What follows belongs to an exercise in optimizing a design on an open flow for a short achievable clock period and few clock cycles per item; a production flow would make more cautious choices. Where RTL was checked, it was by simulation tests only, not by an equivalence proof against the original. The flow treats the clock pin as an ideal source. Dropping or thinning the clock tree relies on that and would not hold on a real chip. No activity file was given, so power comes from the tool's default toggle rates.

==> flow/design.v (excerpt) <==
module axi_wr_slave (
    input  wire logic                  clk,
    input  wire logic                  rst_n,
    input  wire axi_wr_pkg::aw_cmd_t   aw,
    input  wire logic                  aw_valid,
    output logic                       aw_ready,
    input  wire axi_wr_pkg::w_beat_t   w,
    input  wire logic                  w_valid,
    output logic                       w_ready,
    output axi_wr_pkg::b_resp_t        b,
    output logic                       b_valid,
    input  wire logic                  b_ready,
    output axi_wr_pkg::mem_wr_t        mem,
    output logic                       mem_we,
    input  wire logic                  mem_ready
);
    axi_wr_pkg::aw_cmd_t           aw_head;
    axi_wr_pkg::w_beat_t           w_head;
    logic                          aw_nempty;
    logic                          aw_pop;
    logic                          w_nempty;
    logic                          w_pop;
    logic                          can_start;
    logic                          start;
    logic                          resp_push;
    logic                          resp_size_err;
    logic [axi_wr_pkg::ID_W-1:0]   resp_id;
    sync_fifo #(
        .WIDTH (axi_wr_pkg::AW_W),
        .DEPTH (axi_wr_pkg::AW_DEPTH)
    ) u_aw_fifo (
        .clk    (clk),
        .rst_n  (rst_n),
  ...
Size: ~900 cells after synthesis, ~440 flip-flops, ~180 I/O pins, roughly 17000 sq um of cells after synthesis.
export LEC_CHECK = 0
export ABC_CLOCK_PERIOD_IN_PS = 1800
export CAP_MARGIN = 20
export CORE_MARGIN = 2
export CORE_UTILIZATION = 45
export GPL_TIMING_DRIVEN = 0
export PLACE_DENSITY = 0.6
export SETUP_SLACK_MARGIN = 3.6
export SLEW_MARGIN = 20
create_clock -name core_clock -period 5.5 [get_ports {clk}]
standard.sh (not shown) runs the stock make flow with config.mk's settings and CLKGATE_MAP_FILE= SYNTH_SCRIPT=/design/flow/synth_recipe.tcl, a recipe that flattens the netlist after the stock synthesis.
==> flow/flow/run.sh <==
#!/bin/bash
# Standard synthesis and layout with three changes:
# - the clock tree: the clock port feeds four first-level clock buffers,
#   each feeding a share of 24 leaf buffers placed at the centres of
#   flip-flop clusters, so every flip-flop sees two clock buffers
#   (balanced, lower insertion delay than the stock H-tree);
# - sizing may change a cell's footprint (MATCH_CELL_FOOTPRINT=0);
# - port buffering and timing repair do not use delay cells (nodly.tcl).
# Each step's full output goes to a log of its own here.
set -euo pipefail
here=$(pwd)
nd="$here/flow/nodly.tcl"
hooks=(MATCH_CELL_FOOTPRINT=0 PRE_FLOORPLAN_TCL="$nd" PRE_GLOBAL_PLACE_TCL="$nd"
       PRE_RESIZE_TCL="$nd" PRE_REPAIR_TIMING_POST_PLACE_TCL="$nd" PRE_DETAIL_PLACE_TCL="$nd"
       PRE_GLOBAL_ROUTE_TCL="$nd" PRE_DETAIL_ROUTE_TCL="$nd")
bash standard.sh synth > "$here/log_1_synth.log" 2>&1
bash standard.sh "${hooks[@]}" floorplan place > "$here/log_2_place.log" 2>&1
bash standard.sh "${hooks[@]}" PRE_CTS_TCL="$here/flow/cts_tree.tcl" cts > "$here/log_3_cts.log" 2>&1
bash standard.sh "${hooks[@]}" finish > "$here/log_4_finish.log" 2>&1
Other scripts of this flow, unchanged in this note and not shown: flow/flow/cts_tree.tcl, flow/flow/nodly.tcl, flow/flow/outfix.tcl
The baseline passed the timing, design-rule and antenna checks.
==> next run, changes <==
- CORE_UTILIZATION: 45 -> 55
- GPL_TIMING_DRIVEN: 0 -> 1
- PLACE_DENSITY: 0.6 -> 0.55
=> Cell count falls by 5.5%. Via count came out higher by 1.0%. Setup slack improves by 10 ps.
No run of this note included a check of the RTL's function; only the layout flow was run. In every run of this note, the design's own scripts or RTL, not TritonCTS, make the clock network.


job 101:
axi_wr_slave, a different RTL version from the one above (not shown whole).
Size: about 180 I/O pins, about 0.014 mm² of cells after synthesis.
make LEC_CHECK=0 ABC_CLOCK_PERIOD_IN_PS=1800 CAP_MARGIN=20 CORE_MARGIN=2 CORE_UTILIZATION=40 GPL_TIMING_DRIVEN=1 SETUP_SLACK_MARGIN=3.5 SLEW_MARGIN=20 finish   # period 5.5 ns
run.sh (not shown) runs the stock make flow with config.mk's settings and CLKGATE_MAP_FILE= SYNTH_SCRIPT=/design/flow/synth_recipe.tcl, a recipe that flattens the netlist after the stock synthesis.
Stock flow here: none of the scripts above is used.
Testbench counts of job 101, summed over its fixed seeds: cycles 14,349, beats 13,386.
--- input diff job 101..job 102 ---
Settings: changing CORE_UTILIZATION from 40 to 70; removing GPL_TIMING_DRIVEN (formerly 1); setting PLACE_DENSITY to 0.85 for the first time.
## What came out
Die: job 102 smaller than job 101. Job 102 vs job 101: leakage component of the power up by a few percent. Changes observed in job 102 relative to job 101: path depth of the worst reg2reg path shows a reduction of 2; clock edge transition at the registers on the reported setup and hold paths now sits at about the same level; post-CTS resize count shows an increase of 27; standard-cell row count shows a reduction of 16. Sort job 101 and job 102 by instance area after placement asc -> top: job 102.
Modified inputs, job 103 compared to job 102
Settings: CORE_UTILIZATION: 70 -> 40; PLACE_DENSITY: 0.85 -> unset.
## What came out
- The internal power of the cells of job 103 was superior to that of job 102.
- Changes observed in job 103 relative to job 102: via count shrank by 1567, clock latency of the later-clocked register in the worst-skew pair held steady.
- Met2 track demand over resource, job 102 and job 103: higher on job 102
- Measured against each other, job 102 and job 103 differ in total length of routed met3 wires, the lower figure coming from job 103.

-- afterwards: timing with drivers on the ports --
How much do the figures lean on ideal ports? The routed layouts below were timed once more, with nothing changed but the port constraints.
Step 1 (the two cells are an assumption about what drives the block):
set clk [get_ports {clk}]
set_driving_cell -lib_cell sky130_fd_sc_hd__clkbuf_16 $clk
set_driving_cell -lib_cell sky130_fd_sc_hd__buf_2 [delete_from_list [all_inputs] $clk]
Step 2 also shifts input and output timing later by t, the mid clock arrival at the registers, as if the neighbouring blocks saw the same clock.
a / b / c = ideal / step 1 / step 2; a / b = the first two.
run | shift t [ns] | setup WS [ns] | hold WS [ns]
the first run of note 1 | 0.445 | 3.463 / 3.346 / 3.346 | 0.423 / 0.423 / 0.423
the second run of note 1 | 0.433 | 3.473 / 3.372 / 3.253 | 0.424 / 0.424 / 0.424
job 101 | 0.567 | 3.278 / 3.226 / 2.915 | 0.412 / 0.412 / 0.412
job 102 | 0.577 | 3.256 / 3.204 / 2.773 | 0.420 / 0.420 / 0.420
job 103 | 0.567 | 3.278 / 3.226 / 2.915 | 0.412 / 0.412 / 0.412
After both steps setup and hold are still met in every run listed. For job 102, which loses most, drivers alone change the setup slack by -0.052 ns; drivers and shift together by -0.483 ns.
